Source: an optimization exercise on an open RTL-to-GDS flow (aim: small area and a short achievable clock period). Production flows keep margins and buffers that such runs may drop. In this exercise RTL edits were held to simulation tests only and were not proved equivalent to the original. In every run shown here, the design's own scripts or RTL, not TritonCTS, make the clock network. The flow treats the clock pin as an ideal source. Dropping or thinning the clock tree relies on that and would not hold on a real chip. No activity file was given, so power comes from the tool's default toggle rates.

--- flow/design.v ---
module wallace_mult_top (
    input  logic        clk,
    input  logic        arst_n,
    input  logic        in_valid,
    input  logic [15:0] a,
    input  logic [15:0] b,
    output logic        out_valid,
    output logic [31:0] product,
    output logic        busy
);
    logic [2:0] vld_q;
    logic       busy_q;
    always_ff @(posedge clk or negedge arst_n) begin
        if (!arst_n) begin
            vld_q  <= '0;
            busy_q <= 1'b0;
        end else begin
            vld_q  <= {vld_q[1:0], in_valid};
            busy_q <= in_valid | (|vld_q[1:0]);
        end
    end
    assign out_valid = vld_q[2];
    assign busy      = busy_q;
    logic [15:0] a_q;
    logic        b15_q;
    logic [7:0]  one_q, two_q, neg_q;
    logic [31:0] opa_n, opb_n, prod_d;
    logic pp1;
    logic pp2;
    logic pp3;
    logic pp4;
    logic pp5;
    logic pp6;
    logic pp7;
    logic pp8;
    logic pp9;
    logic pp10;
    logic pp11;
    logic pp12;
    logic pp13;
    logic pp14;
    logic pp15;
    logic pp16;
    logic pp17;
    logic ng18;
    logic sg19;
    logic pp20;
    logic pp21;
    logic pp22;
    logic pp23;
    logic pp24;
    logic pp25;
    logic pp26;
    logic pp27;
    logic pp28;
    logic pp29;
    logic pp30;
    logic pp31;
    logic pp32;
    logic pp33;
    logic pp34;
    logic pp35;
    logic pp36;
    logic ng37;
    logic sg38;
    logic pp39;
    logic pp40;
    logic pp41;
    logic pp42;
    logic pp43;
    logic pp44;
    logic pp45;
    logic pp46;
    logic pp47;
    logic pp48;
    logic pp49;
    logic pp50;
    logic pp51;
    logic pp52;
    logic pp53;
    logic pp54;
    logic pp55;
    logic ng56;
    logic sg57;
    logic pp58;
    logic pp59;
    logic pp60;
    logic pp61;
    logic pp62;
    logic pp63;
    logic pp64;
    logic pp65;
    logic pp66;
    logic pp67;
    logic pp68;
    logic pp69;
    logic pp70;
    logic pp71;
    logic pp72;
    logic pp73;
    logic pp74;
    logic ng75;
    logic sg76;
    logic pp77;
    logic pp78;
    logic pp79;
    logic pp80;
    logic pp81;
    logic pp82;
    logic pp83;
    logic pp84;
    logic pp85;
    logic pp86;
    logic pp87;
    logic pp88;
    logic pp89;
    logic pp90;
    logic pp91;
    logic pp92;
    logic pp93;
    logic ng94;
    logic sg95;
    logic pp96;
    logic pp97;
    logic pp98;
    logic pp99;
    logic pp100;
    logic pp101;
    logic pp102;
    logic pp103;
    logic pp104;
    logic pp105;
    logic pp106;
    logic pp107;
    logic pp108;
    logic pp109;
    logic pp110;
    logic pp111;
    logic pp112;
    logic ng113;
    logic sg114;
    logic pp115;
    logic pp116;
    logic pp117;
    logic pp118;
    logic pp119;
    logic pp120;
    logic pp121;
    logic pp122;
    logic pp123;
    logic pp124;
    logic pp125;
    logic pp126;
    logic pp127;
    logic pp128;
    logic pp129;
    logic pp130;
    logic pp131;
    logic ng132;
    logic sg133;
    logic pp134;
    logic pp135;
    logic pp136;
    logic pp137;
    logic pp138;
    logic pp139;
    logic pp140;
    logic pp141;
    logic pp142;
    logic pp143;
    logic pp144;
    logic pp145;
    logic pp146;
    logic pp147;
    logic pp148;
    logic pp149;
    logic pp150;
    logic ng151;
    logic sg152;
    logic pp153;
    logic pp154;
    logic pp155;
    logic pp156;
    logic pp157;
    logic pp158;
    logic pp159;
    logic pp160;
    logic pp161;
    logic pp162;
    logic pp163;
    logic pp164;
    logic pp165;
    logic pp166;
    logic pp167;
    logic pp168;
    logic s169;
    logic c170;
    logic s171;
    logic c172;
    logic s173;
    logic c174;
    logic s175;
    logic c176;
    logic s177;
    logic c178;
    logic s179;
    logic c180;
    logic s181;
    logic c182;
    logic s183;
    logic c184;
    logic s185;
    logic c186;
    logic s187;
    logic c188;
    logic s189;
    logic c190;
    logic s191;
    logic c192;
    logic s193;
    logic c194;
    logic s195;
    logic c196;
    logic s197;
    logic c198;
    logic s199;
    logic c200;
    logic s201;
    logic c202;
    logic s203;
    logic c204;
    logic s205;
    logic c206;
    logic s207;
    logic c208;
    logic s209;
    logic c210;
    logic s211;
    logic c212;
    logic s213;
    logic c214;
    logic s215;
    logic c216;
    logic s217;
    logic c218;
    logic s219;
    logic c220;
    logic s221;
    logic c222;
    logic s223;
    logic c224;
    logic s225;
    logic c226;
    logic s227;
    logic c228;
    logic s229;
    logic c230;
    logic s231;
    logic c232;
    logic s233;
    logic c234;
    logic s235;
    logic c236;
    logic s237;
    logic c238;
    logic s239;
    logic c240;
    logic s241;
    logic c242;
    logic s243;
    logic c244;
    logic s245;
    logic c246;
    logic s247;
    logic c248;
    logic s249;
    logic c250;
    logic s251;
    logic c252;
    logic s253;
    logic c254;
    logic s255;
    logic c256;
    logic s257;
    logic c258;
    logic s259;
    logic c260;
    logic s261;
    logic c262;
    logic s263;
    logic c264;
    logic s265;
    logic c266;
    logic s267;
    logic c268;
    logic s269;
    logic c270;
    logic s271;
    logic c272;
    logic s273;
    logic c274;
    logic s275;
    logic c276;
    logic s277;
    logic c278;
    logic s279;
    logic c280;
    logic s281;
    logic c282;
    logic s283;
    logic c284;
    logic s285;
    logic c286;
    logic s287;
    logic c288;
    logic s289;
    logic c290;
    logic s291;
    logic c292;
    logic s293;
    logic c294;
    logic s295;
    logic c296;
    logic s297;
    logic c298;
    logic s299;
    logic c300;
    logic s301;
    logic c302;
    logic s303;
    logic c304;
    logic s305;
    logic c306;
    logic s307;
    logic c308;
    logic s309;
    logic c310;
    logic s311;
    logic c312;
    logic s313;
    logic c314;
    logic s315;
    logic c316;
    logic s317;
    logic c318;
    logic s319;
    logic c320;
    logic s321;
    logic c322;
    logic s323;
    logic c324;
    logic s325;
    logic c326;
    logic s327;
    logic c328;
    logic s329;
    logic c330;
    logic s331;
    logic c332;
    logic s333;
    logic c334;
    logic s335;
    logic c336;
    logic s337;
    logic c338;
    logic s339;
    logic c340;
    logic s341;
    logic c342;
    logic s343;
    logic c344;
    logic s345;
    logic c346;
    logic s347;
    logic c348;
    logic s349;
    logic c350;
    logic s351;
    logic c352;
    logic s353;
    logic c354;
    logic s355;
    logic c356;
    logic s357;
    logic c358;
    logic s359;
    logic c360;
    logic s361;
    logic c362;
    logic s363;
    logic c364;
    logic s365;
    logic c366;
    logic s367;
    logic c368;
    logic s369;
    logic c370;
    logic s371;
    logic c372;
    logic s373;
    logic c374;
    logic s375;
    logic c376;
    logic s377;
    logic c378;
    logic s379;
    logic c380;
    logic s381;
    logic c382;
    logic s383;
    logic c384;
    logic s385;
    logic c386;
    logic s387;
    logic c388;
    logic s389;
    logic c390;
    logic s391;
    logic c392;
    logic s393;
    logic c394;
    logic s395;
    logic c396;
    logic s397;
    logic c398;
    logic s399;
    logic c400;
    logic s401;
    logic c402;
    logic s403;
    logic c404;
    logic s405;
    logic c406;
    logic s407;
    logic c408;
    logic s409;
    logic c410;
    logic s411;
    logic c412;
    logic s413;
    logic c414;
    logic s415;
    logic c416;
    logic s417;
    logic c418;
    logic s419;
    logic c420;
    logic s421;
    logic c422;
    logic s423;
    logic c424;
    logic s425;
    logic c426;
    logic s427;
    logic c428;
    logic s429;
    logic c430;
    logic s431;
    logic c432;
    logic s433;
    logic c434;
    logic s435;
    logic c436;
    logic s437;
    logic c438;
    logic s439;
    logic c440;
    logic s441;
    logic c442;
    logic s443;
    logic c444;
    logic r0_c0_0;
    logic r0_c1_0;
    logic r0_c2_0;
    logic r0_c3_0;
    logic r0_c4_0;
    logic r0_c4_1;
    logic r0_c5_0;
    logic r0_c6_0;
    logic r0_c6_1;
    logic r0_c6_2;
    logic r0_c7_0;
    logic r0_c7_1;
    logic r0_c8_0;
    logic r0_c8_1;
    logic r0_c9_0;
    logic r0_c9_1;
    logic r0_c10_0;
    logic r0_c10_1;
    logic r0_c11_0;
    logic r0_c11_1;
    logic r0_c12_0;
    logic r0_c12_1;
    logic r0_c13_0;
    logic r0_c13_1;
    logic r0_c14_0;
    logic r0_c14_1;
    logic r0_c15_0;
    logic r0_c15_1;
    logic r0_c16_0;
    logic r0_c16_1;
    logic r0_c16_2;
    logic r0_c17_0;
    logic r0_c17_1;
    logic r0_c18_0;
    logic r0_c18_1;
    logic r0_c19_0;
    logic r0_c19_1;
    logic r0_c19_2;
    logic r0_c20_0;
    logic r0_c20_1;
    logic r0_c21_0;
    logic r0_c21_1;
    logic r0_c21_2;
    logic r0_c22_0;
    logic r0_c22_1;
    logic r0_c23_0;
    logic r0_c23_1;
    logic r0_c23_2;
    logic r0_c24_0;
    logic r0_c24_1;
    logic r0_c25_0;
    logic r0_c26_0;
    logic r0_c26_1;
    logic r0_c26_2;
    logic r0_c27_0;
    logic r0_c28_0;
    logic r0_c28_1;
    logic r0_c28_2;
    logic r0_c29_0;
    logic r0_c30_0;
    logic r0_c31_0;
    logic r0_c31_1;
    assign pp1 = ~(((a_q[0] & one_q[0]) | (1'b0 & two_q[0])) ^ neg_q[0]);
    assign pp2 = ~(((a_q[1] & one_q[0]) | (a_q[0] & two_q[0])) ^ neg_q[0]);
    assign pp3 = ~(((a_q[2] & one_q[0]) | (a_q[1] & two_q[0])) ^ neg_q[0]);
    assign pp4 = ~(((a_q[3] & one_q[0]) | (a_q[2] & two_q[0])) ^ neg_q[0]);
    assign pp5 = ~(((a_q[4] & one_q[0]) | (a_q[3] & two_q[0])) ^ neg_q[0]);
    assign pp6 = ~(((a_q[5] & one_q[0]) | (a_q[4] & two_q[0])) ^ neg_q[0]);
    assign pp7 = ~(((a_q[6] & one_q[0]) | (a_q[5] & two_q[0])) ^ neg_q[0]);
    assign pp8 = ~(((a_q[7] & one_q[0]) | (a_q[6] & two_q[0])) ^ neg_q[0]);
    assign pp9 = ~(((a_q[8] & one_q[0]) | (a_q[7] & two_q[0])) ^ neg_q[0]);
    assign pp10 = ~(((a_q[9] & one_q[0]) | (a_q[8] & two_q[0])) ^ neg_q[0]);
    assign pp11 = ~(((a_q[10] & one_q[0]) | (a_q[9] & two_q[0])) ^ neg_q[0]);
    assign pp12 = ~(((a_q[11] & one_q[0]) | (a_q[10] & two_q[0])) ^ neg_q[0]);
    assign pp13 = ~(((a_q[12] & one_q[0]) | (a_q[11] & two_q[0])) ^ neg_q[0]);
    assign pp14 = ~(((a_q[13] & one_q[0]) | (a_q[12] & two_q[0])) ^ neg_q[0]);
    assign pp15 = ~(((a_q[14] & one_q[0]) | (a_q[13] & two_q[0])) ^ neg_q[0]);
    assign pp16 = ~(((a_q[15] & one_q[0]) | (a_q[14] & two_q[0])) ^ neg_q[0]);
    assign pp17 = ~(((1'b0 & one_q[0]) | (a_q[15] & two_q[0])) ^ neg_q[0]);
    assign ng18 = ~neg_q[0];
    assign sg19 = neg_q[0];
    assign pp20 = ~(((a_q[0] & one_q[1]) | (1'b0 & two_q[1])) ^ neg_q[1]);
    assign pp21 = ~(((a_q[1] & one_q[1]) | (a_q[0] & two_q[1])) ^ neg_q[1]);
    assign pp22 = ~(((a_q[2] & one_q[1]) | (a_q[1] & two_q[1])) ^ neg_q[1]);
    assign pp23 = ~(((a_q[3] & one_q[1]) | (a_q[2] & two_q[1])) ^ neg_q[1]);
    assign pp24 = ~(((a_q[4] & one_q[1]) | (a_q[3] & two_q[1])) ^ neg_q[1]);
    assign pp25 = ~(((a_q[5] & one_q[1]) | (a_q[4] & two_q[1])) ^ neg_q[1]);
    assign pp26 = ~(((a_q[6] & one_q[1]) | (a_q[5] & two_q[1])) ^ neg_q[1]);
    assign pp27 = ~(((a_q[7] & one_q[1]) | (a_q[6] & two_q[1])) ^ neg_q[1]);
    assign pp28 = ~(((a_q[8] & one_q[1]) | (a_q[7] & two_q[1])) ^ neg_q[1]);
    assign pp29 = ~(((a_q[9] & one_q[1]) | (a_q[8] & two_q[1])) ^ neg_q[1]);
    assign pp30 = ~(((a_q[10] & one_q[1]) | (a_q[9] & two_q[1])) ^ neg_q[1]);
    assign pp31 = ~(((a_q[11] & one_q[1]) | (a_q[10] & two_q[1])) ^ neg_q[1]);
    assign pp32 = ~(((a_q[12] & one_q[1]) | (a_q[11] & two_q[1])) ^ neg_q[1]);
    assign pp33 = ~(((a_q[13] & one_q[1]) | (a_q[12] & two_q[1])) ^ neg_q[1]);
    assign pp34 = ~(((a_q[14] & one_q[1]) | (a_q[13] & two_q[1])) ^ neg_q[1]);
    assign pp35 = ~(((a_q[15] & one_q[1]) | (a_q[14] & two_q[1])) ^ neg_q[1]);
    assign pp36 = ~(((1'b0 & one_q[1]) | (a_q[15] & two_q[1])) ^ neg_q[1]);
    assign ng37 = ~neg_q[1];
    assign sg38 = neg_q[1];
    assign pp39 = ~(((a_q[0] & one_q[2]) | (1'b0 & two_q[2])) ^ neg_q[2]);
    assign pp40 = ~(((a_q[1] & one_q[2]) | (a_q[0] & two_q[2])) ^ neg_q[2]);
    assign pp41 = ~(((a_q[2] & one_q[2]) | (a_q[1] & two_q[2])) ^ neg_q[2]);
    assign pp42 = ~(((a_q[3] & one_q[2]) | (a_q[2] & two_q[2])) ^ neg_q[2]);
    assign pp43 = ~(((a_q[4] & one_q[2]) | (a_q[3] & two_q[2])) ^ neg_q[2]);
    assign pp44 = ~(((a_q[5] & one_q[2]) | (a_q[4] & two_q[2])) ^ neg_q[2]);
    assign pp45 = ~(((a_q[6] & one_q[2]) | (a_q[5] & two_q[2])) ^ neg_q[2]);
    assign pp46 = ~(((a_q[7] & one_q[2]) | (a_q[6] & two_q[2])) ^ neg_q[2]);
    assign pp47 = ~(((a_q[8] & one_q[2]) | (a_q[7] & two_q[2])) ^ neg_q[2]);
    assign pp48 = ~(((a_q[9] & one_q[2]) | (a_q[8] & two_q[2])) ^ neg_q[2]);
    assign pp49 = ~(((a_q[10] & one_q[2]) | (a_q[9] & two_q[2])) ^ neg_q[2]);
    assign pp50 = ~(((a_q[11] & one_q[2]) | (a_q[10] & two_q[2])) ^ neg_q[2]);
    assign pp51 = ~(((a_q[12] & one_q[2]) | (a_q[11] & two_q[2])) ^ neg_q[2]);
    assign pp52 = ~(((a_q[13] & one_q[2]) | (a_q[12] & two_q[2])) ^ neg_q[2]);
    assign pp53 = ~(((a_q[14] & one_q[2]) | (a_q[13] & two_q[2])) ^ neg_q[2]);
    assign pp54 = ~(((a_q[15] & one_q[2]) | (a_q[14] & two_q[2])) ^ neg_q[2]);
    assign pp55 = ~(((1'b0 & one_q[2]) | (a_q[15] & two_q[2])) ^ neg_q[2]);
    assign ng56 = ~neg_q[2];
    assign sg57 = neg_q[2];
    assign pp58 = ~(((a_q[0] & one_q[3]) | (1'b0 & two_q[3])) ^ neg_q[3]);
    assign pp59 = ~(((a_q[1] & one_q[3]) | (a_q[0] & two_q[3])) ^ neg_q[3]);
    assign pp60 = ~(((a_q[2] & one_q[3]) | (a_q[1] & two_q[3])) ^ neg_q[3]);
    assign pp61 = ~(((a_q[3] & one_q[3]) | (a_q[2] & two_q[3])) ^ neg_q[3]);
    assign pp62 = ~(((a_q[4] & one_q[3]) | (a_q[3] & two_q[3])) ^ neg_q[3]);
    assign pp63 = ~(((a_q[5] & one_q[3]) | (a_q[4] & two_q[3])) ^ neg_q[3]);
    assign pp64 = ~(((a_q[6] & one_q[3]) | (a_q[5] & two_q[3])) ^ neg_q[3]);
    assign pp65 = ~(((a_q[7] & one_q[3]) | (a_q[6] & two_q[3])) ^ neg_q[3]);
    assign pp66 = ~(((a_q[8] & one_q[3]) | (a_q[7] & two_q[3])) ^ neg_q[3]);
    assign pp67 = ~(((a_q[9] & one_q[3]) | (a_q[8] & two_q[3])) ^ neg_q[3]);
    assign pp68 = ~(((a_q[10] & one_q[3]) | (a_q[9] & two_q[3])) ^ neg_q[3]);
    assign pp69 = ~(((a_q[11] & one_q[3]) | (a_q[10] & two_q[3])) ^ neg_q[3]);
    assign pp70 = ~(((a_q[12] & one_q[3]) | (a_q[11] & two_q[3])) ^ neg_q[3]);
    assign pp71 = ~(((a_q[13] & one_q[3]) | (a_q[12] & two_q[3])) ^ neg_q[3]);
    assign pp72 = ~(((a_q[14] & one_q[3]) | (a_q[13] & two_q[3])) ^ neg_q[3]);
    assign pp73 = ~(((a_q[15] & one_q[3]) | (a_q[14] & two_q[3])) ^ neg_q[3]);
    assign pp74 = ~(((1'b0 & one_q[3]) | (a_q[15] & two_q[3])) ^ neg_q[3]);
    assign ng75 = ~neg_q[3];
    assign sg76 = neg_q[3];
    assign pp77 = ~(((a_q[0] & one_q[4]) | (1'b0 & two_q[4])) ^ neg_q[4]);
    assign pp78 = ~(((a_q[1] & one_q[4]) | (a_q[0] & two_q[4])) ^ neg_q[4]);
    assign pp79 = ~(((a_q[2] & one_q[4]) | (a_q[1] & two_q[4])) ^ neg_q[4]);
    assign pp80 = ~(((a_q[3] & one_q[4]) | (a_q[2] & two_q[4])) ^ neg_q[4]);
    assign pp81 = ~(((a_q[4] & one_q[4]) | (a_q[3] & two_q[4])) ^ neg_q[4]);
    assign pp82 = ~(((a_q[5] & one_q[4]) | (a_q[4] & two_q[4])) ^ neg_q[4]);
    assign pp83 = ~(((a_q[6] & one_q[4]) | (a_q[5] & two_q[4])) ^ neg_q[4]);
    assign pp84 = ~(((a_q[7] & one_q[4]) | (a_q[6] & two_q[4])) ^ neg_q[4]);
    assign pp85 = ~(((a_q[8] & one_q[4]) | (a_q[7] & two_q[4])) ^ neg_q[4]);
    assign pp86 = ~(((a_q[9] & one_q[4]) | (a_q[8] & two_q[4])) ^ neg_q[4]);
    assign pp87 = ~(((a_q[10] & one_q[4]) | (a_q[9] & two_q[4])) ^ neg_q[4]);
    assign pp88 = ~(((a_q[11] & one_q[4]) | (a_q[10] & two_q[4])) ^ neg_q[4]);
    assign pp89 = ~(((a_q[12] & one_q[4]) | (a_q[11] & two_q[4])) ^ neg_q[4]);
    assign pp90 = ~(((a_q[13] & one_q[4]) | (a_q[12] & two_q[4])) ^ neg_q[4]);
    assign pp91 = ~(((a_q[14] & one_q[4]) | (a_q[13] & two_q[4])) ^ neg_q[4]);
    assign pp92 = ~(((a_q[15] & one_q[4]) | (a_q[14] & two_q[4])) ^ neg_q[4]);
    assign pp93 = ~(((1'b0 & one_q[4]) | (a_q[15] & two_q[4])) ^ neg_q[4]);
    assign ng94 = ~neg_q[4];
    assign sg95 = neg_q[4];
    assign pp96 = ~(((a_q[0] & one_q[5]) | (1'b0 & two_q[5])) ^ neg_q[5]);
    assign pp97 = ~(((a_q[1] & one_q[5]) | (a_q[0] & two_q[5])) ^ neg_q[5]);
    assign pp98 = ~(((a_q[2] & one_q[5]) | (a_q[1] & two_q[5])) ^ neg_q[5]);
    assign pp99 = ~(((a_q[3] & one_q[5]) | (a_q[2] & two_q[5])) ^ neg_q[5]);
    assign pp100 = ~(((a_q[4] & one_q[5]) | (a_q[3] & two_q[5])) ^ neg_q[5]);
    assign pp101 = ~(((a_q[5] & one_q[5]) | (a_q[4] & two_q[5])) ^ neg_q[5]);
    assign pp102 = ~(((a_q[6] & one_q[5]) | (a_q[5] & two_q[5])) ^ neg_q[5]);
    assign pp103 = ~(((a_q[7] & one_q[5]) | (a_q[6] & two_q[5])) ^ neg_q[5]);
    assign pp104 = ~(((a_q[8] & one_q[5]) | (a_q[7] & two_q[5])) ^ neg_q[5]);
    assign pp105 = ~(((a_q[9] & one_q[5]) | (a_q[8] & two_q[5])) ^ neg_q[5]);
    assign pp106 = ~(((a_q[10] & one_q[5]) | (a_q[9] & two_q[5])) ^ neg_q[5]);
    assign pp107 = ~(((a_q[11] & one_q[5]) | (a_q[10] & two_q[5])) ^ neg_q[5]);
    assign pp108 = ~(((a_q[12] & one_q[5]) | (a_q[11] & two_q[5])) ^ neg_q[5]);
    assign pp109 = ~(((a_q[13] & one_q[5]) | (a_q[12] & two_q[5])) ^ neg_q[5]);
    assign pp110 = ~(((a_q[14] & one_q[5]) | (a_q[13] & two_q[5])) ^ neg_q[5]);
    assign pp111 = ~(((a_q[15] & one_q[5]) | (a_q[14] & two_q[5])) ^ neg_q[5]);
    assign pp112 = ~(((1'b0 & one_q[5]) | (a_q[15] & two_q[5])) ^ neg_q[5]);
    assign ng113 = ~neg_q[5];
    assign sg114 = neg_q[5];
    assign pp115 = ~(((a_q[0] & one_q[6]) | (1'b0 & two_q[6])) ^ neg_q[6]);
    assign pp116 = ~(((a_q[1] & one_q[6]) | (a_q[0] & two_q[6])) ^ neg_q[6]);
    assign pp117 = ~(((a_q[2] & one_q[6]) | (a_q[1] & two_q[6])) ^ neg_q[6]);
    assign pp118 = ~(((a_q[3] & one_q[6]) | (a_q[2] & two_q[6])) ^ neg_q[6]);
    assign pp119 = ~(((a_q[4] & one_q[6]) | (a_q[3] & two_q[6])) ^ neg_q[6]);
    assign pp120 = ~(((a_q[5] & one_q[6]) | (a_q[4] & two_q[6])) ^ neg_q[6]);
    assign pp121 = ~(((a_q[6] & one_q[6]) | (a_q[5] & two_q[6])) ^ neg_q[6]);
    assign pp122 = ~(((a_q[7] & one_q[6]) | (a_q[6] & two_q[6])) ^ neg_q[6]);
    assign pp123 = ~(((a_q[8] & one_q[6]) | (a_q[7] & two_q[6])) ^ neg_q[6]);
    assign pp124 = ~(((a_q[9] & one_q[6]) | (a_q[8] & two_q[6])) ^ neg_q[6]);
    assign pp125 = ~(((a_q[10] & one_q[6]) | (a_q[9] & two_q[6])) ^ neg_q[6]);
    assign pp126 = ~(((a_q[11] & one_q[6]) | (a_q[10] & two_q[6])) ^ neg_q[6]);
    assign pp127 = ~(((a_q[12] & one_q[6]) | (a_q[11] & two_q[6])) ^ neg_q[6]);
    assign pp128 = ~(((a_q[13] & one_q[6]) | (a_q[12] & two_q[6])) ^ neg_q[6]);
    assign pp129 = ~(((a_q[14] & one_q[6]) | (a_q[13] & two_q[6])) ^ neg_q[6]);
    assign pp130 = ~(((a_q[15] & one_q[6]) | (a_q[14] & two_q[6])) ^ neg_q[6]);
    assign pp131 = ~(((1'b0 & one_q[6]) | (a_q[15] & two_q[6])) ^ neg_q[6]);
    assign ng132 = ~neg_q[6];
    assign sg133 = neg_q[6];
    assign pp134 = ~(((a_q[0] & one_q[7]) | (1'b0 & two_q[7])) ^ neg_q[7]);
    assign pp135 = ~(((a_q[1] & one_q[7]) | (a_q[0] & two_q[7])) ^ neg_q[7]);
    assign pp136 = ~(((a_q[2] & one_q[7]) | (a_q[1] & two_q[7])) ^ neg_q[7]);
    assign pp137 = ~(((a_q[3] & one_q[7]) | (a_q[2] & two_q[7])) ^ neg_q[7]);
    assign pp138 = ~(((a_q[4] & one_q[7]) | (a_q[3] & two_q[7])) ^ neg_q[7]);
    assign pp139 = ~(((a_q[5] & one_q[7]) | (a_q[4] & two_q[7])) ^ neg_q[7]);
    assign pp140 = ~(((a_q[6] & one_q[7]) | (a_q[5] & two_q[7])) ^ neg_q[7]);
    assign pp141 = ~(((a_q[7] & one_q[7]) | (a_q[6] & two_q[7])) ^ neg_q[7]);
    assign pp142 = ~(((a_q[8] & one_q[7]) | (a_q[7] & two_q[7])) ^ neg_q[7]);
    assign pp143 = ~(((a_q[9] & one_q[7]) | (a_q[8] & two_q[7])) ^ neg_q[7]);
    assign pp144 = ~(((a_q[10] & one_q[7]) | (a_q[9] & two_q[7])) ^ neg_q[7]);
    assign pp145 = ~(((a_q[11] & one_q[7]) | (a_q[10] & two_q[7])) ^ neg_q[7]);
    assign pp146 = ~(((a_q[12] & one_q[7]) | (a_q[11] & two_q[7])) ^ neg_q[7]);
    assign pp147 = ~(((a_q[13] & one_q[7]) | (a_q[12] & two_q[7])) ^ neg_q[7]);
    assign pp148 = ~(((a_q[14] & one_q[7]) | (a_q[13] & two_q[7])) ^ neg_q[7]);
    assign pp149 = ~(((a_q[15] & one_q[7]) | (a_q[14] & two_q[7])) ^ neg_q[7]);
    assign pp150 = ~(((1'b0 & one_q[7]) | (a_q[15] & two_q[7])) ^ neg_q[7]);
    assign ng151 = ~neg_q[7];
    assign sg152 = neg_q[7];
    assign pp153 = ~(a_q[0] & b15_q);
    assign pp154 = ~(a_q[1] & b15_q);
    assign pp155 = ~(a_q[2] & b15_q);
    assign pp156 = ~(a_q[3] & b15_q);
    assign pp157 = ~(a_q[4] & b15_q);
    assign pp158 = ~(a_q[5] & b15_q);
    assign pp159 = ~(a_q[6] & b15_q);
    assign pp160 = ~(a_q[7] & b15_q);
    assign pp161 = ~(a_q[8] & b15_q);
    assign pp162 = ~(a_q[9] & b15_q);
    assign pp163 = ~(a_q[10] & b15_q);
    assign pp164 = ~(a_q[11] & b15_q);
    assign pp165 = ~(a_q[12] & b15_q);
    assign pp166 = ~(a_q[13] & b15_q);
    assign pp167 = ~(a_q[14] & b15_q);
    assign pp168 = ~(a_q[15] & b15_q);
    mfa u_ha0 (.x(ng18), .y(pp1), .z(1'b1), .s(s169), .c(c170));
    mfa u_ha1 (.x(pp2), .y(c170), .z(1'b1), .s(s171), .c(c172));
    mfa u_fa0 (.x(ng37), .y(pp20), .z(pp3), .s(s173), .c(c174));
    mfa u_ha2 (.x(s173), .y(c172), .z(1'b1), .s(s175), .c(c176));
    mfa u_fa1 (.x(pp21), .y(pp4), .z(c174), .s(s177), .c(c178));
    mfa u_ha3 (.x(s177), .y(c176), .z(1'b1), .s(s179), .c(c180));
    mfa u_fa2 (.x(ng56), .y(pp22), .z(pp39), .s(s181), .c(c182));
    mfa u_fa3 (.x(pp5), .y(s181), .z(c178), .s(s183), .c(c184));
    mfa u_fa4 (.x(pp23), .y(pp40), .z(pp6), .s(s185), .c(c186));
    mfa u_fa5 (.x(c182), .y(s185), .z(c184), .s(s187), .c(c188));
    mfa u_fa6 (.x(ng75), .y(pp24), .z(pp41), .s(s189), .c(c190));
    mfa u_fa7 (.x(pp58), .y(pp7), .z(c186), .s(s191), .c(c192));
    mfa u_fa8 (.x(pp25), .y(pp42), .z(pp59), .s(s193), .c(c194));
    mfa u_fa9 (.x(pp8), .y(c190), .z(s193), .s(s195), .c(c196));
    mfa u_fa10 (.x(ng94), .y(pp26), .z(pp43), .s(s197), .c(c198));
    mfa u_fa11 (.x(pp60), .y(pp77), .z(pp9), .s(s199), .c(c200));
    mfa u_fa12 (.x(c194), .y(s197), .z(s199), .s(s201), .c(c202));
    mfa u_fa13 (.x(pp10), .y(pp27), .z(pp44), .s(s203), .c(c204));
    mfa u_fa14 (.x(pp61), .y(pp78), .z(c198), .s(s205), .c(c206));
    mfa u_fa15 (.x(c200), .y(s203), .z(c202), .s(s207), .c(c208));
    mfa u_fa16 (.x(ng113), .y(pp11), .z(pp28), .s(s209), .c(c210));
    mfa u_fa17 (.x(pp45), .y(pp62), .z(pp79), .s(s211), .c(c212));
    mfa u_fa18 (.x(pp96), .y(c204), .z(s209), .s(s213), .c(c214));
    mfa u_fa19 (.x(s211), .y(c206), .z(s213), .s(s215), .c(c216));
    mfa u_fa20 (.x(pp12), .y(pp29), .z(pp46), .s(s217), .c(c218));
    mfa u_fa21 (.x(pp63), .y(pp80), .z(pp97), .s(s219), .c(c220));
    mfa u_fa22 (.x(c210), .y(c212), .z(s217), .s(s221), .c(c222));
    mfa u_fa23 (.x(s219), .y(c214), .z(s221), .s(s223), .c(c224));
    mfa u_fa24 (.x(ng132), .y(pp115), .z(pp13), .s(s225), .c(c226));
    mfa u_fa25 (.x(pp30), .y(pp47), .z(pp64), .s(s227), .c(c228));
    mfa u_fa26 (.x(pp81), .y(pp98), .z(c218), .s(s229), .c(c230));
    mfa u_fa27 (.x(c220), .y(s225), .z(s227), .s(s231), .c(c232));
    mfa u_fa28 (.x(c222), .y(s229), .z(s231), .s(s233), .c(c234));
    mfa u_fa29 (.x(pp116), .y(pp14), .z(pp31), .s(s235), .c(c236));
    mfa u_fa30 (.x(pp48), .y(pp65), .z(pp82), .s(s237), .c(c238));
    mfa u_fa31 (.x(pp99), .y(c226), .z(c228), .s(s239), .c(c240));
    mfa u_fa32 (.x(s235), .y(s237), .z(c230), .s(s241), .c(c242));
    mfa u_fa33 (.x(c232), .y(s239), .z(s241), .s(s243), .c(c244));
    mfa u_fa34 (.x(ng151), .y(pp100), .z(pp117), .s(s245), .c(c246));
    mfa u_fa35 (.x(pp134), .y(pp15), .z(pp32), .s(s247), .c(c248));
    mfa u_fa36 (.x(pp49), .y(pp66), .z(pp83), .s(s249), .c(c250));
    mfa u_fa37 (.x(c236), .y(c238), .z(s245), .s(s251), .c(c252));
    mfa u_fa38 (.x(s247), .y(s249), .z(c240), .s(s253), .c(c254));
    mfa u_fa39 (.x(s251), .y(c242), .z(s253), .s(s255), .c(c256));
    mfa u_fa40 (.x(pp101), .y(pp118), .z(pp135), .s(s257), .c(c258));
    mfa u_fa41 (.x(pp16), .y(pp33), .z(pp50), .s(s259), .c(c260));
    mfa u_fa42 (.x(pp67), .y(pp84), .z(c246), .s(s261), .c(c262));
    mfa u_fa43 (.x(c248), .y(c250), .z(s257), .s(s263), .c(c264));
    mfa u_fa44 (.x(s259), .y(c252), .z(s261), .s(s265), .c(c266));
    mfa u_fa45 (.x(s263), .y(c254), .z(s265), .s(s267), .c(c268));
    mfa u_fa46 (.x(pp153), .y(pp102), .z(pp119), .s(s269), .c(c270));
    mfa u_fa47 (.x(pp136), .y(pp17), .z(pp34), .s(s271), .c(c272));
    mfa u_fa48 (.x(pp51), .y(pp68), .z(pp85), .s(s273), .c(c274));
    mfa u_fa49 (.x(c258), .y(c260), .z(s269), .s(s275), .c(c276));
    mfa u_fa50 (.x(s271), .y(s273), .z(c262), .s(s277), .c(c278));
    mfa u_fa51 (.x(c264), .y(s275), .z(c266), .s(s279), .c(c280));
    mha u_hc0 (.x(sg19), .y(pp154), .s(s281), .c(c282));
    mfa u_fa52 (.x(pp103), .y(pp120), .z(pp137), .s(s283), .c(c284));
    mfa u_fa53 (.x(pp35), .y(pp52), .z(pp69), .s(s285), .c(c286));
    mfa u_fa54 (.x(pp86), .y(s281), .z(c270), .s(s287), .c(c288));
    mfa u_fa55 (.x(c272), .y(c274), .z(s283), .s(s289), .c(c290));
    mfa u_fa56 (.x(s285), .y(c276), .z(s287), .s(s291), .c(c292));
    mfa u_fa57 (.x(s289), .y(c278), .z(s291), .s(s293), .c(c294));
    mha u_hc1 (.x(pp155), .y(pp104), .s(s295), .c(c296));
    mfa u_fa58 (.x(pp121), .y(pp138), .z(pp36), .s(s297), .c(c298));
    mfa u_fa59 (.x(pp53), .y(pp70), .z(pp87), .s(s299), .c(c300));
    mfa u_fa60 (.x(c282), .y(s295), .z(c284), .s(s301), .c(c302));
    mfa u_fa61 (.x(c286), .y(s297), .z(s299), .s(s303), .c(c304));
    mfa u_fa62 (.x(c288), .y(c290), .z(s301), .s(s305), .c(c306));
    mfa u_fa63 (.x(s303), .y(c292), .z(s305), .s(s307), .c(c308));
    mfa u_fa64 (.x(sg38), .y(pp156), .z(pp105), .s(s309), .c(c310));
    mfa u_fa65 (.x(pp122), .y(pp139), .z(pp54), .s(s311), .c(c312));
    mfa u_fa66 (.x(pp71), .y(pp88), .z(c296), .s(s313), .c(c314));
    mfa u_fa67 (.x(c298), .y(c300), .z(s309), .s(s315), .c(c316));
    mfa u_fa68 (.x(s311), .y(s313), .z(c302), .s(s317), .c(c318));
    mfa u_fa69 (.x(c304), .y(s315), .z(c306), .s(s319), .c(c320));
    mha u_hc2 (.x(pp157), .y(pp106), .s(s321), .c(c322));
    mfa u_fa70 (.x(pp123), .y(pp140), .z(pp55), .s(s323), .c(c324));
    mfa u_fa71 (.x(pp72), .y(pp89), .z(s321), .s(s325), .c(c326));
    mfa u_fa72 (.x(c310), .y(c312), .z(s323), .s(s327), .c(c328));
    mfa u_fa73 (.x(c314), .y(s325), .z(c316), .s(s329), .c(c330));
    mfa u_fa74 (.x(s327), .y(c318), .z(s329), .s(s331), .c(c332));
    mfa u_fa75 (.x(sg57), .y(pp158), .z(pp107), .s(s333), .c(c334));
    mfa u_fa76 (.x(pp124), .y(pp141), .z(pp73), .s(s335), .c(c336));
    mfa u_fa77 (.x(pp90), .y(c322), .z(c324), .s(s337), .c(c338));
    mfa u_fa78 (.x(s333), .y(s335), .z(c326), .s(s339), .c(c340));
    mfa u_fa79 (.x(c328), .y(s337), .z(s339), .s(s341), .c(c342));
    mha u_hc3 (.x(pp159), .y(pp108), .s(s343), .c(c344));
    mfa u_fa80 (.x(pp125), .y(pp142), .z(pp74), .s(s345), .c(c346));
    mfa u_fa81 (.x(pp91), .y(s343), .z(c334), .s(s347), .c(c348));
    mfa u_fa82 (.x(c336), .y(s345), .z(c338), .s(s349), .c(c350));
    mfa u_fa83 (.x(s347), .y(c340), .z(s349), .s(s351), .c(c352));
    mfa u_fa84 (.x(sg76), .y(pp160), .z(pp109), .s(s353), .c(c354));
    mfa u_fa85 (.x(pp126), .y(pp143), .z(pp92), .s(s355), .c(c356));
    mfa u_fa86 (.x(c344), .y(c346), .z(s353), .s(s357), .c(c358));
    mfa u_fa87 (.x(s355), .y(c348), .z(s357), .s(s359), .c(c360));
    mha u_hc4 (.x(pp161), .y(pp110), .s(s361), .c(c362));
    mfa u_fa88 (.x(pp127), .y(pp144), .z(pp93), .s(s363), .c(c364));
    mfa u_fa89 (.x(s361), .y(c354), .z(c356), .s(s365), .c(c366));
    mfa u_fa90 (.x(s363), .y(c358), .z(s365), .s(s367), .c(c368));
    mfa u_fa91 (.x(sg95), .y(pp162), .z(pp111), .s(s369), .c(c370));
    mfa u_fa92 (.x(pp128), .y(pp145), .z(c362), .s(s371), .c(c372));
    mfa u_fa93 (.x(c364), .y(s369), .z(s371), .s(s373), .c(c374));
    mfa u_fa94 (.x(c366), .y(s373), .z(c368), .s(s375), .c(c376));
    mha u_hc5 (.x(pp163), .y(pp112), .s(s377), .c(c378));
    mfa u_fa95 (.x(pp129), .y(pp146), .z(s377), .s(s379), .c(c380));
    mfa u_fa96 (.x(c370), .y(c372), .z(s379), .s(s381), .c(c382));
    mfa u_fa97 (.x(sg114), .y(pp164), .z(pp130), .s(s383), .c(c384));
    mfa u_fa98 (.x(pp147), .y(c378), .z(s383), .s(s385), .c(c386));
    mfa u_fa99 (.x(c380), .y(s385), .z(c382), .s(s387), .c(c388));
    mha u_hc6 (.x(pp165), .y(pp131), .s(s389), .c(c390));
    mfa u_fa100 (.x(pp148), .y(s389), .z(c384), .s(s391), .c(c392));
    mfa u_fa101 (.x(sg133), .y(pp166), .z(pp149), .s(s393), .c(c394));
    mfa u_fa102 (.x(c390), .y(s393), .z(c392), .s(s395), .c(c396));
    mha u_hc7 (.x(pp167), .y(pp150), .s(s397), .c(c398));
    mfa u_fa103 (.x(s397), .y(c394), .z(c396), .s(s399), .c(c400));
    mfa u_fa104 (.x(sg152), .y(pp168), .z(c398), .s(s401), .c(c402));
    mfa u_fa105 (.x(r0_c6_0), .y(r0_c6_1), .z(r0_c6_2), .s(s403), .c(c404));
    mfa u_ha4 (.x(r0_c7_0), .y(r0_c7_1), .z(1'b1), .s(s405), .c(c406));
    mfa u_ha5 (.x(r0_c8_0), .y(r0_c8_1), .z(1'b1), .s(s407), .c(c408));
    mfa u_ha6 (.x(r0_c9_0), .y(r0_c9_1), .z(1'b1), .s(s409), .c(c410));
    mfa u_ha7 (.x(r0_c10_0), .y(r0_c10_1), .z(1'b1), .s(s411), .c(c412));
    mfa u_ha8 (.x(r0_c11_0), .y(r0_c11_1), .z(1'b1), .s(s413), .c(c414));
    mfa u_ha9 (.x(r0_c12_0), .y(r0_c12_1), .z(1'b1), .s(s415), .c(c416));
    mfa u_ha10 (.x(r0_c13_0), .y(r0_c13_1), .z(1'b1), .s(s417), .c(c418));
    mfa u_ha11 (.x(r0_c14_0), .y(r0_c14_1), .z(1'b1), .s(s419), .c(c420));
    mfa u_ha12 (.x(r0_c15_0), .y(r0_c15_1), .z(1'b1), .s(s421), .c(c422));
    mfa u_fa106 (.x(r0_c16_0), .y(r0_c16_1), .z(r0_c16_2), .s(s423), .c(c424));
    mfa u_ha13 (.x(r0_c17_0), .y(r0_c17_1), .z(1'b1), .s(s425), .c(c426));
    mfa u_ha14 (.x(r0_c18_0), .y(r0_c18_1), .z(1'b1), .s(s427), .c(c428));
    mfa u_fa107 (.x(r0_c19_0), .y(r0_c19_1), .z(r0_c19_2), .s(s429), .c(c430));
    mfa u_ha15 (.x(r0_c20_0), .y(r0_c20_1), .z(1'b1), .s(s431), .c(c432));
    mfa u_fa108 (.x(r0_c21_0), .y(r0_c21_1), .z(r0_c21_2), .s(s433), .c(c434));
    mfa u_ha16 (.x(r0_c22_0), .y(r0_c22_1), .z(1'b1), .s(s435), .c(c436));
    mfa u_fa109 (.x(r0_c23_0), .y(r0_c23_1), .z(r0_c23_2), .s(s437), .c(c438));
    mfa u_ha17 (.x(r0_c24_0), .y(r0_c24_1), .z(1'b1), .s(s439), .c(c440));
    mfa u_fa110 (.x(r0_c26_0), .y(r0_c26_1), .z(r0_c26_2), .s(s441), .c(c442));
    mfa u_fa111 (.x(r0_c28_0), .y(r0_c28_1), .z(r0_c28_2), .s(s443), .c(c444));
    assign opa_n = {r0_c31_0, r0_c30_0, r0_c29_0, s443, r0_c27_0, s441, r0_c25_0, c438, c436, c434, c432, c430, c428, c426, c424, c422, c420, c418, c416, c414, c412, c410, c408, c406, c404, s403, r0_c5_0, r0_c4_0, r0_c3_0, r0_c2_0, r0_c1_0, r0_c0_0};
    assign opb_n = {r0_c31_1, 1'b1, c444, 1'b1, c442, 1'b1, c440, s439, s437, s435, s433, s431, s429, s427, s425, s423, s421, s419, s417, s415, s413, s411, s409, s407, s405, 1'b1, 1'b1, r0_c4_1, 1'b1, 1'b1, 1'b1, 1'b1};
    assign prod_d = ~(opa_n + opb_n + 32'd1);
    always_ff @(posedge clk) begin
        a_q <= a;
        one_q[0] <= b[0] ^ 1'b0;
        two_q[0] <= (b[1] & ~b[0] & ~1'b0) | (~b[1] & b[0] & 1'b0);
        neg_q[0] <= b[1] & ~(b[0] & 1'b0);
        one_q[1] <= b[2] ^ b[1];
        two_q[1] <= (b[3] & ~b[2] & ~b[1]) | (~b[3] & b[2] & b[1]);
        neg_q[1] <= b[3] & ~(b[2] & b[1]);
        one_q[2] <= b[4] ^ b[3];
        two_q[2] <= (b[5] & ~b[4] & ~b[3]) | (~b[5] & b[4] & b[3]);
        neg_q[2] <= b[5] & ~(b[4] & b[3]);
        one_q[3] <= b[6] ^ b[5];
        two_q[3] <= (b[7] & ~b[6] & ~b[5]) | (~b[7] & b[6] & b[5]);
        neg_q[3] <= b[7] & ~(b[6] & b[5]);
        one_q[4] <= b[8] ^ b[7];
        two_q[4] <= (b[9] & ~b[8] & ~b[7]) | (~b[9] & b[8] & b[7]);
        neg_q[4] <= b[9] & ~(b[8] & b[7]);
        one_q[5] <= b[10] ^ b[9];
        two_q[5] <= (b[11] & ~b[10] & ~b[9]) | (~b[11] & b[10] & b[9]);
        neg_q[5] <= b[11] & ~(b[10] & b[9]);
        one_q[6] <= b[12] ^ b[11];
        two_q[6] <= (b[13] & ~b[12] & ~b[11]) | (~b[13] & b[12] & b[11]);
        neg_q[6] <= b[13] & ~(b[12] & b[11]);
        one_q[7] <= b[14] ^ b[13];
        two_q[7] <= (b[15] & ~b[14] & ~b[13]) | (~b[15] & b[14] & b[13]);
        neg_q[7] <= b[15] & ~(b[14] & b[13]);
        b15_q <= b[15];
        r0_c0_0 <= s169;
        r0_c1_0 <= s171;
        r0_c2_0 <= s175;
        r0_c3_0 <= s179;
        r0_c4_0 <= s183;
        r0_c4_1 <= c180;
        r0_c5_0 <= s187;
        r0_c6_0 <= s189;
        r0_c6_1 <= s191;
        r0_c6_2 <= c188;
        r0_c7_0 <= c192;
        r0_c7_1 <= s195;
        r0_c8_0 <= c196;
        r0_c8_1 <= s201;
        r0_c9_0 <= s205;
        r0_c9_1 <= s207;
        r0_c10_0 <= c208;
        r0_c10_1 <= s215;
        r0_c11_0 <= c216;
        r0_c11_1 <= s223;
        r0_c12_0 <= c224;
        r0_c12_1 <= s233;
        r0_c13_0 <= c234;
        r0_c13_1 <= s243;
        r0_c14_0 <= c244;
        r0_c14_1 <= s255;
        r0_c15_0 <= c256;
        r0_c15_1 <= s267;
        r0_c16_0 <= s277;
        r0_c16_1 <= c268;
        r0_c16_2 <= s279;
        r0_c17_0 <= c280;
        r0_c17_1 <= s293;
        r0_c18_0 <= c294;
        r0_c18_1 <= s307;
        r0_c19_0 <= s317;
        r0_c19_1 <= c308;
        r0_c19_2 <= s319;
        r0_c20_0 <= c320;
        r0_c20_1 <= s331;
        r0_c21_0 <= c330;
        r0_c21_1 <= s341;
        r0_c21_2 <= c332;
        r0_c22_0 <= c342;
        r0_c22_1 <= s351;
        r0_c23_0 <= c350;
        r0_c23_1 <= s359;
        r0_c23_2 <= c352;
        r0_c24_0 <= s367;
        r0_c24_1 <= c360;
        r0_c25_0 <= s375;
        r0_c26_0 <= c374;
        r0_c26_1 <= s381;
        r0_c26_2 <= c376;
        r0_c27_0 <= s387;
        r0_c28_0 <= c386;
        r0_c28_1 <= s391;
        r0_c28_2 <= c388;
        r0_c29_0 <= s395;
        r0_c30_0 <= s399;
        r0_c31_0 <= s401;
        r0_c31_1 <= c400;
        product <= prod_d;
    end
endmodule
module mfa (input logic x, input logic y, input logic z, output logic s, output logic c);
    assign s = x ^ y ^ z;
    assign c = (x & y) | (x & z) | (y & z);
endmodule
module mha (input logic x, input logic y, output logic s, output logic c);
    assign s = x ^ y;
    assign c = x & y;
endmodule
--- flow/flow/run.sh ---
#!/bin/bash
# The standard ORFS layout (standard.sh, with its synthesis unchanged) with three changes:
#  - every port is buffered with sky130_fd_sc_hd__buf_2 instead of the default delay buffer
#    (flow/place_pre.tcl, when present, picks buf_1 for inputs and buf_2 for outputs);
#  - the clock tree is built by flow/cts_pre.tcl instead of TritonCTS: the clock port drives
#    $CLK_NL1 first-level cells, each driving leaf cells placed at the centres of k-means
#    clusters of the flip-flops, so every flip-flop sees the same two cells;
#  - repair_timing aims for $SETUP_SLACK_MARGIN ns of extra setup slack.
# make's output goes to standard_flow.log; each ORFS step keeps its own log in orfs/logs.
set -euo pipefail
export BUFFER_PORTS_ARGS="-buffer_cell sky130_fd_sc_hd__buf_2"
export SETUP_SLACK_MARGIN=8.2
export PRE_CTS_TCL="$(pwd)/flow/cts_pre.tcl"
export CLK_NLEAF=8
export CLK_NL1=4
export CLK_LEAF_CELL=sky130_fd_sc_hd__clkinv_8
export CLK_L1_CELL=sky130_fd_sc_hd__clkinv_8
bash standard.sh > standard_flow.log 2>&1
--- flow/flow/cts_pre.tcl ---
proc env_or { name dflt } {
  if { [info exists ::env($name)] && $::env($name) ne "" } { return $::env($name) }
  return $dflt
}
set nleaf [env_or CLK_NLEAF 8]
set nl1 [env_or CLK_NL1 2]
set leafcell [env_or CLK_LEAF_CELL sky130_fd_sc_hd__clkbuf_16]
set l1cell [env_or CLK_L1_CELL sky130_fd_sc_hd__clkbuf_16]

# Balanced k-means: pts is a list of {x y}; returns {assignment centres}
proc kmeans { pts k {slack 1} } {
  set n [llength $pts]
  set cx 0; set cy 0
  foreach p $pts { set cx [expr {$cx + [lindex $p 0]}]; set cy [expr {$cy + [lindex $p 1]}] }
  set cx [expr {$cx / $n}]; set cy [expr {$cy / $n}]
  set order {}
  for {set i 0} {$i < $n} {incr i} {
    set p [lindex $pts $i]
    lappend order [list $i [expr {atan2([lindex $p 1]-$cy, [lindex $p 0]-$cx)}]]
  }
  set order [lsort -real -index 1 $order]
  set cent {}
  for {set c 0} {$c < $k} {incr c} {
    set sx 0; set sy 0; set m 0
    for {set j [expr {$c * $n / $k}]} {$j < ($c + 1) * $n / $k} {incr j} {
      set p [lindex $pts [lindex [lindex $order $j] 0]]
      set sx [expr {$sx + [lindex $p 0]}]; set sy [expr {$sy + [lindex $p 1]}]; incr m
    }
    if {$m == 0} { lappend cent [list $cx $cy] } else { lappend cent [list [expr {$sx / $m}] [expr {$sy / $m}]] }
  }
  set cap [expr {int(ceil(double($n) / $k)) + $slack}]
  for {set iter 0} {$iter < 40} {incr iter} {
    set cnt [lrepeat $k 0]
    set assign [lrepeat $n -1]
    set cand {}
    for {set i 0} {$i < $n} {incr i} {
      set p [lindex $pts $i]
      set best 1e18
      for {set c 0} {$c < $k} {incr c} {
        set d [expr {abs([lindex $p 0]-[lindex $cent $c 0]) + abs([lindex $p 1]-[lindex $cent $c 1])}]
        if {$d < $best} { set best $d }
      }
      lappend cand [list $i $best]
    }
    foreach ib [lsort -real -decreasing -index 1 $cand] {
      set i [lindex $ib 0]; set p [lindex $pts $i]
      set bk -1; set best 1e18
      for {set c 0} {$c < $k} {incr c} {
        if {[lindex $cnt $c] >= $cap} continue
        set d [expr {abs([lindex $p 0]-[lindex $cent $c 0]) + abs([lindex $p 1]-[lindex $cent $c 1])}]
        if {$d < $best} { set best $d; set bk $c }
      }
      lset assign $i $bk
      lset cnt $bk [expr {[lindex $cnt $bk] + 1}]
    }
    set newc {}
    for {set c 0} {$c < $k} {incr c} {
      set sx 0; set sy 0; set m 0
      for {set i 0} {$i < $n} {incr i} {
        if {[lindex $assign $i] == $c} {
          set sx [expr {$sx + [lindex $pts $i 0]}]; set sy [expr {$sy + [lindex $pts $i 1]}]; incr m
        }
      }
      if {$m > 0} { lappend newc [list [expr {$sx / $m}] [expr {$sy / $m}]] } else { lappend newc [lindex $cent $c] }
    }
    set cent $newc
  }
  return [list $assign $cent]
}

proc add_buffer { block master name in_net x y } {
  set inst [odb::dbInst_create $block $master $name]
  set net [odb::dbNet_create $block "${name}_net"]
  $net setSigType CLOCK
  [$inst findITerm A] connect $in_net
  set out [$inst findITerm X]
  if { $out eq "NULL" } { set out [$inst findITerm Y] }
  $out connect $net
  $inst setLocation [expr {int($x)}] [expr {int($y)}]
  $inst setPlacementStatus PLACED
  return $net
}

set block [ord::get_db_block]
set db [ord::get_db]
set clk_net [$block findNet clk]
set sinks {}
foreach it [$clk_net getITerms] {
  if { [$it isInputSignal] } { lappend sinks $it }
}
set pts {}
foreach it $sinks {
  set bb [[$it getInst] getBBox]
  lappend pts [list [expr {([$bb xMin] + [$bb xMax]) / 2.0}] [expr {([$bb yMin] + [$bb yMax]) / 2.0}]]
}
puts "manual clock tree: [llength $sinks] sinks, $nleaf leaf buffers, $nl1 first-level buffers"
lassign [kmeans $pts $nleaf] leaf_of leaf_cent
if { $nl1 > 0 } {
  lassign [kmeans $leaf_cent $nl1 0] l1_of l1_cent
  for {set g 0} {$g < $nl1} {incr g} {
    set l1net($g) [add_buffer $block [$db findMaster $l1cell] "clkbuf_l1_$g" $clk_net {*}[lindex $l1_cent $g]]
  }
}
for {set c 0} {$c < $nleaf} {incr c} {
  set src $clk_net
  if { $nl1 > 0 } { set src $l1net([lindex $l1_of $c]) }
  set leafnet($c) [add_buffer $block [$db findMaster $leafcell] "clkbuf_leaf_$c" $src {*}[lindex $leaf_cent $c]]
}
for {set i 0} {$i < [llength $sinks]} {incr i} {
  set it [lindex $sinks $i]
  $it disconnect
  $it connect $leafnet([lindex $leaf_of $i])
}
# TritonCTS is not run: the buffers above are the whole tree.
proc clock_tree_synthesis { args } {
  puts "clock_tree_synthesis skipped: clock buffers were placed by cts_pre.tcl"
  set_propagated_clock [all_clocks]
}
# cts.tcl clones clock inverters next to their loads after this hook; the inverter pairs
# above are already placed by their loads, so that step is skipped as well.
proc repair_clock_inverters { args } {
  puts "repair_clock_inverters skipped: clock tree built by cts_pre.tcl"
}
--- flow/standard.sh ---
#!/bin/bash
# synth_recipe.tcl (not shown) runs the flow's synth.tcl, then flattens the netlist and writes it again
# the make line also repeats each setting of config.mk as NAME=value (left out here)
make -C /OpenROAD-flow-scripts/flow DESIGN_CONFIG=/design/flow/config.mk WORK_HOME=/design/flow/orfs CLKGATE_MAP_FILE= SYNTH_SCRIPT=/design/flow/synth_recipe.tcl "${@:-finish}"
--- flow/config.mk ---
export PLATFORM = sky130hd
export DESIGN_NAME = wallace_mult_top
export DESIGN_NICKNAME = wallace_mult_top
export VERILOG_FILES = /design/flow/design.v
export SDC_FILE = /design/flow/constraint.sdc
export NUM_CORES = 4
export LEC_CHECK = 0
export CAP_MARGIN = 20
export CORE_MARGIN = 2
export CORE_UTILIZATION = 40
export SLEW_MARGIN = 20
export SYNTH_HIERARCHICAL = 1
export SYNTH_MINIMUM_KEEP_SIZE = 0
export TNS_END_PERCENT = 0
--- flow/constraint.sdc ---
create_clock -name core_clock -period 11.0 [get_ports {clk}]
set_input_delay 2.2000 -clock core_clock [delete_from_list [all_inputs] [get_ports {clk}]]
set_output_delay 2.2000 -clock core_clock [all_outputs]
set_load 0.01 [all_outputs]
==> results of run 1 <==
power breakdown:
group	internal, W	switching [W]	leakage, nW
sequential	0.000737	0.000121	1.20
combinational	0.000973	0.00123	2.91
clock	0.0000487	0.000191	0.0827
kinds of logic after synthesis:
kind of cell / after synthesis / share of synthesized area (%)
other: 1 / 0.0390
AND/OR/NAND/NOR: 118 / 6.08
AO/OA/AOI/OAI: 194 / 14.1
XOR/XNOR: 162 / 14.8
adder cells (fa/ha/maj): 168 / 32.0
buffers and inverters: 96 / 3.75
flip-flops: 139 / 29.2
final cells by class:
| cell class | count | area (um^2) |
|---|---|---|
| multi-input cells | 660 | 6690 |
| flip-flops and latches | 139 | 2930 |
| fillers | 2239 | 12500 |
| well taps | 319 | 399 |
| repair buffers | 115 | 762 |
| inverters | 30 | 285 |
per-module statistics from Yosys, one instance, submodules excluded:
module            copies in the design  cells
mha                                  8      1
wallace_mult_top                     1    740
mfa                                130      1
what timing repair did:
item	CTS	global route
gates resized for setup	73	37
endpoints found under the setup margin	43	44
pin swaps	0	18
cloned	0	0
setup buffers	4	43
layer usage:
layer	up-vias	GRT usage, %	part of all wire, %	wire length [um]
met5	-	0	0	0
met2	300	29.1	45	11200
met3	53	2.47	8.0	2020
li1	3067	-	-	-
met1	3330	26.5	44	11100
met4	0	5.41	3.3	830
metrics by stage:
stage | instance area, um^2 | power (W) | setup slack (ns) | util (%) | cells
floorplan | 9920 | 0.00248 | 8.16 | - | 895
global placement | 10200 | 0.00296 | 7.67 | 43.3 | 1204
detailed placement | 10200 | 0.00301 | 7.64 | 43.3 | 1204
CTS | 10600 | 0.00326 | 8.15 | 44.9 | 1220
global route | 11100 | 0.00363 | 8.12 | 47.0 | 1263
finish | 11100 | 0.00330 | 8.15 | 47.0 | 1263
registers in the layout (all words and copies together) (netlist names), 3 cells and up:
register and flops:
two_q 8, vld_q 3, one_q 8, a_q 16, product 32, neg_q 8
worst register-to-register path, stage by stage, from the launching register on:
cell     delay, ns
dfxtp_4       0.50
a22oi_2       0.10
xnor2_1       0.28
fa_2          0.51
fa_2          0.36
fa_1          0.56
fa_1          0.42
final timing paths:
path	startpoint	end	slack, ns	cells past startpoint
min in group asynchronous	arst_n	vld_q[0]	1.86	1
worst max-delay path	two_q[5]	r0_c18_1	8.15	6
worst min-delay path	r0_c2_0	product[2]	0.36	1
max in group asynchronous	arst_n	busy_q	9.03	1
worst max register to register	two_q[5]	r0_c18_1	8.15	6
worst min register to register	r0_c2_0	product[2]	0.36	1
synth_stat cells, types with 2 or more instances:
master | number | area, um^2
a211o_1 | 2 | 17.5
a211oi_1 | 2 | 15.0
a21o_1 | 4 | 30.0
a21oi_1 | 23 | 115
a22oi_1 | 120 | 901
a31oi_1 | 2 | 12.5
buf_1 | 11 | 41.3
clkbuf_1 | 67 | 251
dfrtp_1 | 4 | 100
dfxtp_1 | 135 | 2700
fa_1 | 130 | 2600
ha_1 | 38 | 475
inv_1 | 10 | 37.5
inv_2 | 8 | 30.0
nand2_1 | 56 | 210
nand2b_1 | 13 | 81.3
nand3_1 | 2 | 10.0
nand3b_1 | 7 | 52.6
nand4_1 | 3 | 18.8
nor2_1 | 15 | 56.3
nor2b_1 | 10 | 62.6
nor3b_1 | 2 | 15.0
o211ai_1 | 3 | 22.5
o21ai_0 | 22 | 110
o21ai_1 | 3 | 15.0
o21ai_2 | 2 | 17.5
o21bai_1 | 4 | 30.0
or3_1 | 2 | 12.5
xnor2_1 | 150 | 1310
xor2_1 | 12 | 105
layout by cell type (no fill, tap or decap), types with 3 or more instances in the layout:
cell type    n
fa_2        16
a21oi_2      3
xor2_1      12
buf_4       36
inv_1       10
o21ai_0     22
dfrtp_1      4
o211ai_1     3
nand2b_1    13
conb_1      18
dfxtp_2      3
nor2b_1     10
a21oi_1     21
buf_12       4
a22oi_2     19
xnor2_2      3
nand4_1      3
dfxtp_1    100
a21o_1       4
ha_1        38
a22oi_1    101
inv_4        7
buf_6        5
dfxtp_4     32
nand3b_1     7
fa_1       114
clkinv_8    12
o21bai_1     4
nand2_1     56
buf_2       68
o21ai_2      3
nor2_1      15
xnor2_1    147
==> results.txt, run 1 <==
The run finished with no timing, DRC or antenna violations. The initialized floorplan defines 56 standard-cell rows. The power density over cell area works out to 298 mW/mm^2.

The DRC violation count after routing is 0. Max-cap violations in this run came to 0. Counting flops with an async set or reset pin after synthesis yields a share of 2.88%.

Yosys mapped a number of flops with a built-in enable equal to 0. Summed over all nets, the half-perimeter wirelength after detailed placement is 16500 um. In this run the static leakage power is 4.19 nW.

Setup violations remaining at the end of the flow were counted as 0. The total die area was 0.0253 mm^2. Between clock sinks in the finished design, the worst skew comes to 0.0181 ns. The run gives 0.00960 mm^2 as the post-synthesis instance area.

Endpoint kind of the worst setup timing path: a register. Global routing consumed, over all layers together, 18.4% of the routing resources. The average instance in the mapped netlist occupies 10.9 um^2. The number of vias after detailed routing was 6750. The routability-driven placement congestion ratio is 0.940, and the number of global-route vias before repair is 6810. After layout, the worst path uses 25.9% of the clock period.

On the final layout, the worst hold slack is 0.362 ns. For the finished layout, the period the worst path requires is 2.85 ns. The vertical die dimension was 159 um. Based on the critical path, the design can be clocked at up to 0.351 GHz.

In this design, the stage delay of the slowest critical-path cell is 0.56 ns. The netlist uses 46 different library cells. IR analysis of the VDD net gives a maximum drop of 0.107 mV. The share of layout cells above drive strength 1 came out at 23.4%. The hold buffer count at cts came out at 0. In this design, the largest share of critical-path delay is due to adder cells. Post-layout net count: 1149. The number of cells produced by synthesis was 878; the number of ports placed on the die boundary was 69.

At the worst endpoint, the required time is 11.03 ns. The cell type of the slowest stage on the worst timing path is fa_1. The kind of path behind the tightest hold check is register to register.

For this configuration, the core starts out at a cell density of 40.8%. The detail route stage leaves a number of antenna-violating nets equal to 0. The startpoint-to-endpoint class of the critical path was register to register. The detail-routed via count per cell was 5.34. The biggest fanout along the worst timing path works out to 16. The growth of design area from synthesis to finish works out to 15.2%.

The hold violation total from the final report was 0. For this block, the routed nets add up to 25200 um of wire. The tools report the sort of element at the start of the critical path as a register. The most used flip-flop cell after synthesis is dfxtp_1.

The number of buffers inserted by port buffering is 68, and the clock latency of the later-clocked register in the worst-skew pair is 0.15 ns. The final sum of negative setup slack came out at 0 ns. The first global-routing pass estimated 37500 um of wire.

Clock-pin slew was measured on the worst setup and hold paths at 0.08 ns. Sequential elements use 29.2% of the synthesized area. Dividing the detail-routed wire length by the instance count gives 19.9 um. The total iterations of the first detailed-routing run was 5; the floorplan die width was 159 um. In this run, the number of DRC markers left after iteration 0 of detailed routing was 658. The logs give 0 for the max-slew violation count and 20 for the largest net degree at the start of global routing. After synthesis the netlist holds a flip-flop and latch count of 139. Setup repair after global routing could not meet its margin everywhere. During synthesis, Yosys emitted a total of 7 warnings. For the arrival time of data at the critical path endpoint, the log shows 2.88 ns. After floorplanning, the core was sized to cover 0.0235 mm^2.

For the number of antenna violations at the first check in global routing, the log shows 0. For the overall overflow remaining after global route, the log shows 0. The critical path goes through a22oi_2 -> xnor2_1 -> fa_2 -> fa_2 -> fa_1 -> fa_1.

The sum of buffers and inverters on the critical path works out to 0. The count of antenna diodes in the layout was 0.
==> run 2, diff against run 1 <==
--- a/flow/flow/run.sh
+++ b/flow/flow/run.sh
@@ -11,3 +11,3 @@
 export BUFFER_PORTS_ARGS="-buffer_cell sky130_fd_sc_hd__buf_2"
-export SETUP_SLACK_MARGIN=8.2
+export SETUP_SLACK_MARGIN=8.3
 export PRE_CTS_TCL="$(pwd)/flow/cts_pre.tcl"
==> run 2 against run 1 <==
  * Final cell count is 0.32% lower
  * Sequential share of layout area rose by 0.19 points
  * Still clean
  * Critical path type unchanged
  * Hold slack about the same
  * Combinational power hardly changed
  * Critical endpoint is now r0_c17_1
  * Design area down 0.58%
==> results.txt, run 2 <==
The flow ran to the end and the layout has no timing, DRC or antenna violations. The vertical die dimension is 159 um (unchanged), and the number of core rows is 56 (unchanged). The total iterations of the first detailed-routing run was 5 (unchanged); the minimum clock period was 2.82 ns (-0.0348 ns). The run gives 1145 (-0.35%) as the post-layout net count. The run gives 0.0253 mm^2 (unchanged) as the total die area. The run gives 46 (unchanged) as the number of different library cells in the post-synthesis netlist.

The run gives 0 (unchanged) as the overall overflow remaining after global route. The share of layout cells above drive strength 1 is 22.6% (-0.86 points). The library cell with the highest instance count after synthesis was xnor2_1. The required time at the worst-slack endpoint is 11.02 ns (about the same).

The run gives 8.18 ns (+0.03 ns) as the setup slack of the worst register-to-register path. The number of ports placed on the die boundary is 69 (unchanged). The ratio of final minimum period to clock period works out to 25.6% (-0.32 points).

The library cells used most frequently in the layout, excluding fill and tap cells, are xnor2_1, fa_1, a22oi_1, dfxtp_1, buf_2. The total global-route track usage was 17.9% (-0.53 points). Leakage dissipation: 4.16 nW (-0.50%). The tools report the total of endpoints with negative setup slack in the final report as 0 (unchanged).

The tools report the routability-driven placement congestion ratio as 0.864 (-8.1%). The internal power was 0.00175 W (-0.29%); the floorplan die width was 159 um (unchanged). The largest registers in the layout are product x32, a_q x16. The number of vias after detailed routing was 6673 (-1.1%); the number of buffers inserted by port buffering was 68 (unchanged). The final sum of negative setup slack came out at 0 ns (unchanged). For the worst setup skew after layout, the log shows 0.0168 ns (-0.00128 ns). The average routed wire per standard cell works out to 18.9 um (-5.0%). The post-synthesis instance area was 0.00960 mm^2 (unchanged). Setup repair after global routing could not meet its margin everywhere.

The commonest cells after synthesis are xnor2_1, dfxtp_1, fa_1. The logs give 0 (unchanged) for the max-slew violation count and 2246 (+0.31%) for the total of fill cells in the finished design. The logs give 23800 um (-5.3%) for the total detailed-routing wirelength and 0 (unchanged) for the DRC violation count after routing. The detail-routed via count per cell is 5.30 (-0.83%). Max-cap check violation count: 0 (unchanged).

The violation count after the first detailed-routing iteration came out at 572 (-13%). The core footprint was 0.0235 mm^2 (unchanged). The run gives 0.355 GHz (+1.2%) as the highest clock rate. The utilization after layout is 46.7% (-0.27 points), and the arrival time of data at the critical path endpoint is 2.84 ns (-0.04 ns).

The sequential group share of total power is 26.2% (+0.2 points). From synthesis to final layout, the design area changed by 14.5%. The commonest register cell after synthesis is dfxtp_1. The share of synthesized flip-flops with an asynchronous set or reset came out at 2.88% (unchanged). The commonest non-fill, non-tap cell in the layout is xnor2_1. The minimum setup slack after placement was 7.71 ns (+0.0657 ns). The largest net degree at the start of global routing is 20 (unchanged). The kind of path behind the tightest hold check was register to register.

The clock latency of the later-clocked register in the worst-skew pair is 0.15 ns (about the same), and the area fraction of the dominant cell type after synthesis is 28.1% (unchanged). The tools report the worst path setup slack after routing as 8.18 ns (+0.0348 ns). The synthesis-stage register bit count came out at 139 (unchanged).

The count of antenna diodes in the layout came out at 0 (unchanged). The number of cells produced by synthesis is 878 (unchanged). The logs give 7.3% (about the same) for the clock share of power and 40.8% (unchanged) for the effective utilization at floorplan. The register area came out at 0.00293 mm^2 (+0.13%). The worst IR drop on VDD came out at 0.0953 mV (-11%). The number of enable-type register cells in the synthesized netlist works out to 0 (unchanged). The logs give 0 (unchanged) for the hold violation total from the final report and 0.00151 W (-1.5%) for the net switching power figure. The proportion of synthesized chip area in sequential cells came out at 29.2% (unchanged). The synthesized area per cell was 10.9 um^2 (unchanged).

The clock slew at the register clock pins of the worst setup and hold paths came out at 0.07 ns (about the same). The worst hold margin came out at 0.362 ns (-0.000197 ns). Number of nets still failing antenna checks after routing: 0 (unchanged).

STA classifies the critical path endpoint as a register. The worst setup path is launched from a register. Power density over cell area: 297 mW/mm^2 (-0.29%).

The hold buffer count at cts was 0 (unchanged); the share of total power consumed by net switching was 46.3% (-0.31 points). The combinational share of power was 66.5% (-0.2 points). For the synthesis warning total, the log shows 7 (unchanged). More flip-flops sit in one register than any other, and that register is product. The run gives 0.00327 W (-0.87%) as the total power.

The number of global-route vias before repair came out at 6726 (-1.2%). Ranked by total cell area, the synthesized netlist is headed by dfxtp_1, fa_1, xnor2_1. The run gives 0 (unchanged) as the number of antenna violations at the first check in global routing.

The biggest fanout along the worst timing path was 10 (-6); the combined area of the multi-input logic cells was 0.00666 mm^2 (-0.37%). The wire length of the first global-routing pass was 37100 um (-1.2%); the number of flip-flops in the largest register was 32 (unchanged). The post-synthesis cell type with the largest combined area was dfxtp_1. The critical path is of the register to register type. Final HPWL from detailed placement: 16300 um (-1.2%).
==> run 2: kinds of logic after synthesis <==
| logic type | share of synthesized area, % |
|---|---|
| DFF | 29.2 |
| xor gates and xnor gates | 14.8 |
| and+or+nand+nor | 6.08 |
| adders and majority gates | 32.0 |
| buffers and inverters | 3.75 |
| other | 0.0390 |
| AOI/OAI and AO/OA | 14.1 |
==> run 2: modules after synthesis (local to each module, per instance) <==
module | copies in the design | cells inside | area [um^2]
mfa | 130 | 1 | 20.0
mha | 8 | 1 | 12.5
wallace_mult_top | 1 | 740 | 6900
==> run 2: metrics by stage <==
stage                     cell area, um^2  instances
after floorplan                     10000        895
after global placement              10200       1204
after detailed placement            10200       1204
after CTS                           10600       1216
after global routing                11000       1259
final                               11000       1259
==> run 2: metal layers <==
layer | track usage (%) | part of all wire [%] | vias to the layer above
met3 | 1.93 | 6.6 | 46
met1 | 26.3 | 47 | 3294
met2 | 28.6 | 44 | 266
met4 | 4.17 | 2.6 | 0
met5 | 0 | 0 | -
li1 | - | - | 3067
==> run 2: what timing repair did <==
action | 4_1_cts | 5_1_grt
pin swaps | 0 | 10
gates resized for setup | 75 | 23
endpoints found under the setup margin | 81 | 68
buffers inserted | 0 | 43
==> run 2: cell type report <==
| type | count | area share, % |
|---|---|---|
| well taps | 319 | 3.63 |
| inverters | 30 | 2.73 |
| flip-flops and latches | 139 | 26.7 |
| repair buffers | 111 | 6.41 |
| multi-input cells | 660 | 60.6 |
==> run 2: power by group through the flow <==
| stage | Clock (W) | Sequential, W | Combinational, W |
|---|---|---|---|
| after floorplan | 0 | 0.000847 | 0.00163 |
| after global placement | 0 | 0.000877 | 0.00210 |
| after detailed placement | 0 | 0.000879 | 0.00214 |
| after CTS | 0.000253 | 0.000866 | 0.00214 |
| after global routing | 0.000275 | 0.000881 | 0.00246 |
| final | 0.000237 | 0.000858 | 0.00217 |
==> run 2: path summary, 6_finish.rpt <==
kind	cells after the start	to	startpoint
min in group asynchronous	1	vld_q[1]	arst_n
worst max register to register	7	r0_c17_1	a_q[4]
worst max-delay path	7	r0_c17_1	a_q[4]
worst min-delay path	1	product[2]	r0_c2_0
worst min register to register	1	product[2]	r0_c2_0
max in group asynchronous	1	busy_q	arst_n
==> run 2: critical path, cell delays in order, from the launching register on <==
cell and delay (ns):
dfxtp_4 0.41, buf_12 0.14, a22oi_2 0.07, xnor2_1 0.28, fa_2 0.51, fa_2 0.37, fa_1 0.50, fa_1 0.40
